What follows belongs to an exercise in optimizing a design on an open flow for small area, a short achievable clock period and few clock cycles; a production flow would make more cautious choices.
In this exercise RTL edits were held to simulation tests only and were not proved equivalent to the original.
Power and IR drop assume default switching activity.

==> 09-24: inputs <==
Design pipeTop, start of the top module:
module pipeTop #(
    parameter int imemWords = 64,
    parameter int dmemWords = 64
) (
    input  wire logic                                 clock,
    input  wire logic                                 reset,
    input  wire logic                                 run,
    input  wire logic                                 progWrite,
    input  wire logic [$clog2(imemWords)-1:0]         progAddr,
    input  wire logic [31:0]                          progData,
    output logic                                      storeValid,
    output logic [31:0]                               storeAddr,
    output logic [31:0]                               storeData
);
    logic        pendValid;
    logic [5:0]  pendAddr;
    logic [23:0] pendWord;
    logic [23:0] progWord;
    logic [23:0] imem [64];
    logic [63:0] pendDec;
    assign progWord = pipePkg::predecode(progData, progAddr);
    always_ff @(posedge clock) begin
        pendValid <= progWrite && !run;
        pendAddr  <= progAddr;
        pendWord  <= progWord;
    end
    assign pendDec = 64'd1 << pendAddr;
    for (genvar i = 0; i < 64; i++) begin : gImem
        always_ff @(posedge clock) begin
            if (pendValid && pendDec[i]) imem[i] <= pendWord;
        end
    end
    logic [5:0]  pc;
    logic        dValid;
    logic [23:0] dIr;
    logic [5:0]  dPc1;
    logic        eValid;
    logic        eWr;
    logic        eLoad;
    logic        eStore;
    logic        eBr;
    logic [4:0]  eRd;
    logic        eSub;
    logic        eSum;
    logic        eAnd;
    logic        eOr;
    logic [31:0] eA;
    logic [31:0] eB;
    logic [31:0] eSd;
  ...
clock: 10.0 ns
lec_check: 0
cap_margin: 20
core_margin: 2
core_utilization: 45
cts_cluster_diameter: 100
cts_cluster_size: 20
setup_slack_margin: 5
slew_margin: 20
synth_memory_max_bits: 8192
standard.sh (not shown) runs the stock make flow with config.mk's settings and CLKGATE_MAP_FILE= SYNTH_SCRIPT=/design/flow/synth_recipe.tcl, a recipe that flattens the netlist after the stock synthesis.
==> flow/flow/run.sh <==
#!/bin/bash
set -euo pipefail
MARGIN=6.3
bash standard.sh synth > synth_stage.log 2>&1
sed "s/SETUP_SLACK_MARGIN=[0-9.]*/SETUP_SLACK_MARGIN=${MARGIN}/" standard.sh > standard_margin.sh
bash standard_margin.sh > layout_stage.log 2>&1
==> inputs of 04-19, as changes to 09-24 <==
--- a/flow/design.v
+++ b/flow/design.v
@@ -119,17 +119,16 @@
     logic [5:0]  eFixPc;
     logic        mValid;
     logic        mStoreValid;
     logic        mWr;
     logic        mLoad;
     logic [4:0]  mRd;
     logic [31:0] mAlu;
     logic [31:0] mSd;
-    logic [63:0] mIdx;
     logic        wWr;
     logic [4:0]  wRd;
     logic [31:0] wRes;
     logic [31:0] regs [1:31];
     logic [31:0] dmem [64];
     logic        idle;
     logic [23:0] fWord;
     logic        fPredT;
@@ -139,18 +138,17 @@
     logic        mispredict;
     logic [63:0] pcDec;
     logic [23:0] fRead;
     assign pcDec = 64'd1 << pc;
     always_comb begin
         fRead = '0;
         for (int i = 0; i < 64; i++) fRead = fRead | (imem[i] & {24{pcDec[i]}});
     end
-    logic fByp;
-    assign fWord  = fByp ? pendWord : fRead;
+    assign fWord  = (pendValid && pendAddr == pc) ? pendWord : fRead;
     assign fPredT = pipePkg::predTaken(fWord);
     assign fPc1   = pc + 6'd1;
     assign fNext  = fPredT ? fWord[15:10] : fPc1;
     logic [1:0]  dMaj;
     logic [2:0]  dSub;
     logic [4:0]  dRs1;
     logic [4:0]  dRs2;
     logic [4:0]  dRd;
@@ -181,25 +179,27 @@
     assign dReg   = dOther && (dSub == pipePkg::subReg);
     assign dBeq   = dOther && (dSub == pipePkg::subBeq);
     assign dBne   = dOther && (dSub == pipePkg::subBne);
     assign dRd    = dReg ? dIr[14:10] : dIr[9:5];
     assign dUsesRs1 = dAddi || dAndi || dStore || dLoad || dReg || dBeq || dBne;
     assign dUsesRs2 = dStore || dReg || dBeq || dBne;
     assign dWr      = (dAddi || dAndi || dLoad || dReg) && (dRd != 5'd0);
     assign dAluOp   = dReg ? dIr[16:15] : (dAndi ? pipePkg::aluAnd : pipePkg::aluAdd);
+    logic [63:0] mDec;
     logic [31:0] mLoadData;
     logic [31:0] rs1Dec;
     logic [31:0] rs2Dec;
     logic [31:0] rs1Read;
     logic [31:0] rs2Read;
     logic [31:0] rdDec;
+    assign mDec = 64'd1 << mAlu[7:2];
     always_comb begin
         mLoadData = '0;
-        for (int i = 0; i < 64; i++) mLoadData = mLoadData | (dmem[i] & {32{mIdx[i]}});
+        for (int i = 0; i < 64; i++) mLoadData = mLoadData | (dmem[i] & {32{mDec[i]}});
     end
     assign mResult = mLoad ? mLoadData : mAlu;
     assign rs1Dec = 32'd1 << dRs1;
     assign rs2Dec = 32'd1 << dRs2;
     always_comb begin
         rs1Read = '0;
         rs2Read = '0;
         for (int i = 1; i < 32; i++) begin
@@ -231,19 +231,18 @@
                     ({32{eSelRB}} & eB);
     assign sumC   = {opA, 1'b1} + {aluB, eSub};
     assign sum    = sumC[32:1];
     assign stData = ({32{eSelMS}} & mResult) | ({32{eSelWS}} & wRes) | ({32{eSelRS}} & eSd);
     assign aluRes = ({32{eSum}} & sum) | ({32{eAnd}} & (opA & aluB)) | ({32{eOr}} & (opA | aluB));
     assign mispredict = eValid && eBr && (opA == aluB);
     always_ff @(posedge clock) begin
         idle <= reset || !run;
-        fByp <= progWrite && !run && progAddr == pcIdle;
         if (reset || !run) begin
-            pc     <= pcIdle;
+            pc     <= word0PredT ? word0[15:10] : 6'd1;
             dValid <= 1'b0;
             eValid <= 1'b0;
             mValid <= 1'b0;
             mStoreValid <= 1'b0;
         end else begin
             mValid <= eValid;
             mStoreValid <= eValid && eStore;
             if (mispredict) begin
@@ -265,18 +264,16 @@
         if (progWrite && progAddr == 6'd0)
             word0 = progWord;
         else if (pendValid && pendAddr == 6'd0)
             word0 = pendWord;
         else
             word0 = imem[0];
     end
     assign word0PredT = pipePkg::predTaken(word0);
-    logic [5:0]  pcIdle;
-    assign pcIdle = word0PredT ? word0[15:10] : 6'd1;
     always_ff @(posedge clock) begin
         if (reset || !run) begin
             dIr  <= word0;
             dPc1 <= 6'd1;
         end else if (!stall) begin
             dIr  <= fWord;
             dPc1 <= fPc1;
         end
@@ -305,27 +302,26 @@
         eSelRS  <= !dHitEB && !dHitMB;
         eFixPc  <= dBne ? dPc1 : dIr[15:10];
     end
     always_ff @(posedge clock) begin
         mWr    <= eWr;
         mLoad  <= eLoad;
         mRd    <= eRd;
         mAlu   <= aluRes;
-        mIdx   <= 64'd1 << sum[7:2];
         mSd    <= stData;
     end
     always_ff @(posedge clock) begin
         wWr  <= mValid && mWr && !reset;
         wRd  <= mRd;
         wRes <= mResult;
     end
     for (genvar i = 0; i < 64; i++) begin : gDmem
         always_ff @(posedge clock) begin
-            if (mStoreValid && mIdx[i]) dmem[i] <= mSd;
+            if (mStoreValid && mDec[i]) dmem[i] <= mSd;
         end
     end
     assign rdDec = 32'd1 << wRd;
     for (genvar i = 1; i < 32; i++) begin : gRegs
         always_ff @(posedge clock) begin
             if (wWr && rdDec[i]) regs[i] <= wRes;
         end
     end
==> flow/flow/run.sh (replaced) <==
#!/bin/bash
set -euo pipefail
MARGIN=6.2
bash standard.sh synth > synth_stage.log 2>&1
sed "s/SETUP_SLACK_MARGIN=[0-9.]*/SETUP_SLACK_MARGIN=${MARGIN}/" standard.sh > standard_margin.sh
bash standard_margin.sh > layout_stage.log 2>&1
==> flow/config.mk (replaced) <==
export PLATFORM = sky130hd
export DESIGN_NAME = pipeTop
export DESIGN_NICKNAME = pipeTop
export VERILOG_FILES = /design/flow/design.v
export SDC_FILE = /design/flow/constraint.sdc
export NUM_CORES = 4
export LEC_CHECK = 0
export CAP_MARGIN = 20
export CORE_MARGIN = 2
export CORE_UTILIZATION = 45
export SETUP_SLACK_MARGIN = 5
export SLEW_MARGIN = 20
export SYNTH_MEMORY_MAX_BITS = 8192
==> comparison <==
- Against 09-24, the utilization of 04-19 is higher by 1.9 points.
- Against 04-19, the design area of 09-24 is lower by about 3%.
- Between 09-24 and 04-19, the lower combinational power is in 04-19 (gap about 5%, measured against 04-19).
- In sequential power, 04-19 and 09-24 hardly differ.
- Clock skew: 09-24 is higher than 04-19 (0.0029 ns).
- Between 04-19 and 09-24, the lower setup slack is in 04-19 (gap 0.097 ns).
- Between 04-19 and 09-24, the lower final cell count is in 09-24 (gap about 3.7%, measured against 09-24).
- Between 04-19 and 09-24, the lower count of clock-buffer cells in the layout is in 09-24 (gap 226).
- Area after synthesis is about the same in 09-24 and 04-19.
- Of 09-24 and 04-19, 04-19 has the higher global-route usage (gap 0.39 points).
- Of 04-19 and 09-24, 04-19 has the higher synthesized cell count (gap 2.1%, measured against 09-24).
Testbench counts of 09-24, summed over its fixed seeds: cycles 102,906.
Testbench counts of 04-19, summed over its fixed seeds: cycles 102,906.

what the ideal ports hide:
The flow's constraints put no driver on any port. The routed layouts listed below were extracted and timed again, unchanged, in two steps. Step 1, drivers: a clkbuf_16 drives clock and a buf_2 each remaining input, both assumed. Step 2 also shifts input and output timing later by t, the mid clock arrival at the registers, as if the neighbouring blocks saw the same clock. Slacks: no drivers / after step 1 / after step 2; pairs: no drivers / after step 1.
run | shift t [ns] | setup WS [ns] | hold WS [ns] | latest minus earliest clock arrival (ns)
09-24 | 1.087 | 5.988 / 5.988 / 5.324 | 0.399 / 0.399 / 0.399 | 0.128 / 0.127
04-19 | 1.150 | 5.892 / 5.892 / 5.065 | 0.348 / 0.348 / 0.348 | 0.147 / 0.147
After both steps every run listed still meets setup and hold. The setup slack of 04-19, which loses most, moves by 0.000 ns with the drivers and by -0.827 ns with both steps.
